This design comes from an exercise in tuning for small area on the open sky130 flow, not from production work.
In this exercise RTL edits were held to simulation tests only and were not proved equivalent to the original.
Power and IR drop assume default switching activity.

## data_mem_mmio
module data_mem_mmio (
    input  logic        clk,
    input  logic        rst,
    input  logic        req_valid,
    output logic        req_ready,
    input  logic        req_we,
    input  logic [31:0] req_addr,
    input  logic [31:0] req_wdata,
    output logic [31:0] rdata,
    output logic        rdata_valid,
    output logic [7:0]  tx_data,
    output logic        tx_valid,
    input  logic        tx_ready
);
    logic        unused_addr;
    logic        sel_ram, sel_txd, sel_sts;
    logic        full, empty, push, pop, ld, ram_st, ram_ld, sts_ld, hold;
    logic [2:0]  count_q, count_d;
    logic [1:0]  rd_ptr_q, wr_ptr;
    logic [31:0] rdata_q, rdata_d;
    logic        rdata_valid_q;
    logic [7:0]  pa_w, pa_r, pb;
    logic [63:0] we, nwe, rsel;
    logic [63:0][31:0] mem_q;
    logic [3:0]  fwe, fnwe;
    logic [3:0][7:0] fifo_q;
    logic [4:0]  sts;
    assign unused_addr = ^req_addr[1:0];
    assign sel_ram = req_addr[31:8] == 24'h0;
    assign sel_txd = req_addr[31:2] == 30'h40;
    assign sel_sts = req_addr[31:2] == 30'h41;
    assign full  = count_q[2];
    assign empty = count_q == 3'd0;
    assign wr_ptr = rd_ptr_q + count_q[1:0];
    assign req_ready = !(req_valid && req_we && sel_txd && full);
    assign push = req_valid && req_we && sel_txd && !full && !rst;
    assign pop = !empty && tx_ready;
    assign count_d = count_q + 3'(push) - 3'(pop);
    assign ld     = req_valid && !req_we;
    assign ram_st = req_valid && req_we && sel_ram && !rst;
    assign ram_ld = ld && sel_ram;
    assign sts_ld = ld && sel_sts;
    assign hold   = !ld;
    assign sts    = {count_q, full, empty};
    always_comb begin
        for (int i = 0; i < 8; i++) begin
            pa_w[i] = ram_st && req_addr[4:2] == 3'(i);
            pa_r[i] = req_addr[4:2] == 3'(i);
            pb[i]   = req_addr[7:5] == 3'(i);
        end
        for (int k = 0; k < 64; k++) begin
            we[k]   = pa_w[k % 8] && pb[k / 8];
            nwe[k]  = !(pa_w[k % 8] && pb[k / 8]);
            rsel[k] = pa_r[k % 8] && pb[k / 8];
        end
        for (int i = 0; i < 4; i++) begin
            fwe[i]  = push && wr_ptr == 2'(i);
            fnwe[i] = !(push && wr_ptr == 2'(i));
  ...
export LEC_CHECK = 0
export CAP_MARGIN = 5
export CORE_MARGIN = 2
export CORE_UTILIZATION = 80
export SLEW_MARGIN = 5
export SYNTH_HIERARCHICAL = 1
export SYNTH_MINIMUM_KEEP_SIZE = 0
create_clock -name core_clock -period 4.0 [get_ports {clk}]
standard.sh (not shown) runs the stock make flow with config.mk's settings and CLKGATE_MAP_FILE= SYNTH_SCRIPT=/design/flow/synth_recipe.tcl, a recipe that flattens the netlist after the stock synthesis.
==> flow/flow/run.sh <==
#!/bin/bash
# Layout flow: the standard ORFS flow (standard synthesis unchanged), with
#  - CTS without dummy loads, on clkbuf_4/clkbuf_8
#  - port buffers of buf_2 instead of the resizer's default choice
# Each ORFS step writes its full log under orfs/logs/; make's own output goes to standard.log.
set -euo pipefail
export CTS_ARGS="-sink_clustering_enable -repair_clock_nets -dont_use_dummy_load -buf_list {sky130_fd_sc_hd__clkbuf_4 sky130_fd_sc_hd__clkbuf_8} -sink_clustering_size 16 -sink_clustering_max_diameter 50"
export BUFFER_PORTS_ARGS="-buffer_cell sky130_fd_sc_hd__buf_2"
bash standard.sh > standard.log 2>&1
Next try:
--- a/flow/config.mk
+++ b/flow/config.mk
@@ -9,3 +9,3 @@
 export CORE_MARGIN = 2
-export CORE_UTILIZATION = 80
+export CORE_UTILIZATION = 75
 export SLEW_MARGIN = 5
The changed run finished clean.
Synthesized cell count is unchanged.
Critical path depth drops by 1.
Routed wire length rose by 1.1%.
Clock-buffer cell count grows by 1.
Clock skew climbs by 0.015 ns.
Utilization went down by 5.6 points.
Setup slack gains 0.077 ns.
Sequential power is about the same.


job 101:
data_mem_mmio again, from the RTL that the note above started with.
export LEC_CHECK = 0
export CAP_MARGIN = 20
export CORE_MARGIN = 2
export CORE_UTILIZATION = 60
export CTS_BUF_LIST = sky130_fd_sc_hd__clkbuf_4 sky130_fd_sc_hd__clkbuf_8
export CTS_CLUSTER_DIAMETER = 50
export CTS_CLUSTER_SIZE = 16
export SLEW_MARGIN = 20
export SYNTH_HIERARCHICAL = 1
export SYNTH_MINIMUM_KEEP_SIZE = 0
create_clock -name core_clock -period 4.0 [get_ports {clk}]
Scripts as last shown in full above: flow/flow/run.sh
Input-level comparison between job 102 and job 101:
==> flow/run.sh (new file) <==
#!/bin/bash
# synth_recipe.tcl (not shown) runs the flow's synth.tcl, then flattens the netlist and writes it again
# the make line also repeats each setting of config.mk as NAME=value (left out here)
make -C /OpenROAD-flow-scripts/flow DESIGN_CONFIG=/design/flow/config.mk WORK_HOME=/design/flow/orfs CLKGATE_MAP_FILE= SYNTH_SCRIPT=/design/flow/synth_recipe.tcl finish
removed: flow/flow/run.sh
removed: flow/standard.sh
==> results.txt <==
Slew at the pin with the worst max-slew slack for job 102 is lower than for job 101. | maximum operating frequency | higher: job 101 |. Job 102 vs. job 101: post-placement setup slack has decreased; leakage power total saw an increase; worst-skew pair later-pin latency now sits at about the same level; buffer count excluding the clock tree in the final layout has increased. Job 102 gives more half-perimeter wire length of the detailed placement result than job 101 did.
Setup changes, job 102 to job 103
- CORE_UTILIZATION now 70, was 60
- SLEW_MARGIN now 5, was 20
- CTS_CLUSTER_DIAMETER no longer set, was 50
- CTS_BUF_LIST no longer set, was sky130_fd_sc_hd__clkbuf_4 sky130_fd_sc_hd__clkbuf_8
- CTS_CLUSTER_SIZE no longer set, was 16
- CAP_MARGIN now 5, was 20
==> flow/flow/run.sh (new file) <==
#!/bin/bash
# Layout flow: the standard ORFS flow (standard synthesis unchanged), with
#  - CTS without dummy loads, on clkbuf_4/clkbuf_8
#  - port buffers of buf_2 instead of the resizer's default choice
# Each ORFS step writes its full log under orfs/logs/; make's own output goes to standard.log.
set -euo pipefail
export CTS_ARGS="-sink_clustering_enable -repair_clock_nets -dont_use_dummy_load -buf_list {sky130_fd_sc_hd__clkbuf_4 sky130_fd_sc_hd__clkbuf_8} -sink_clustering_size 16 -sink_clustering_max_diameter 50"
export BUFFER_PORTS_ARGS="-buffer_cell sky130_fd_sc_hd__buf_2"
bash standard.sh > standard.log 2>&1
==> flow/standard.sh (new file) <==
#!/bin/bash
# synth_recipe.tcl (not shown) runs the flow's synth.tcl, then flattens the netlist and writes it again
# the make line also repeats each setting of config.mk as NAME=value (left out here)
make -C /OpenROAD-flow-scripts/flow DESIGN_CONFIG=/design/flow/config.mk WORK_HOME=/design/flow/orfs CLKGATE_MAP_FILE= SYNTH_SCRIPT=/design/flow/synth_recipe.tcl "${@:-finish}"
removed: flow/run.sh
## What came out
- Job 103 went all the way through the flow, and no timing, DRC or antenna check failed.
- Number of vias per cell: job 103 vs job 102 up about 7%
- Per the comparison of job 103 with job 102, total non-filler cell area in the finished layout fell by about 6%; critical path depth went down by 2; core utilization of the finished layout rose 6.5 points.

re-timing with driven ports:
Ports are ideal in the flow. The routed layouts listed here were re-timed in OpenROAD.
Step 1, drivers: a clkbuf_16 drives clk and a buf_2 each remaining input, both assumed.
Step 2 moves the port delays by t, midway between the first and last clock arrival at a register: inputs arrive t later, outputs are due t later. That takes back most of the time a late clock gives input paths.
Slacks: no drivers / after step 1 / after step 2; pairs: no drivers / after step 1.
run	t (ns)	setup WS [ns]	worst register clock-pin slew, ns
the first run of note 1	0.975	0.472 / 0.536 / -0.439	0.11 / 0.11
the second run of note 1	0.981	0.549 / 0.584 / -0.398	0.10 / 0.10
job 101	0.979	0.392 / 0.429 / -0.550	0.11 / 0.11
job 102	0.999	0.219 / 0.251 / -0.748	0.11 / 0.11
job 103	0.954	0.668 / 0.615 / -0.339	0.10 / 0.10
Met with ideal ports but missed after step 2: setup timing in every run listed. For job 103, which loses most, drivers alone change the setup slack by -0.053 ns; drivers and shift together by -1.007 ns.
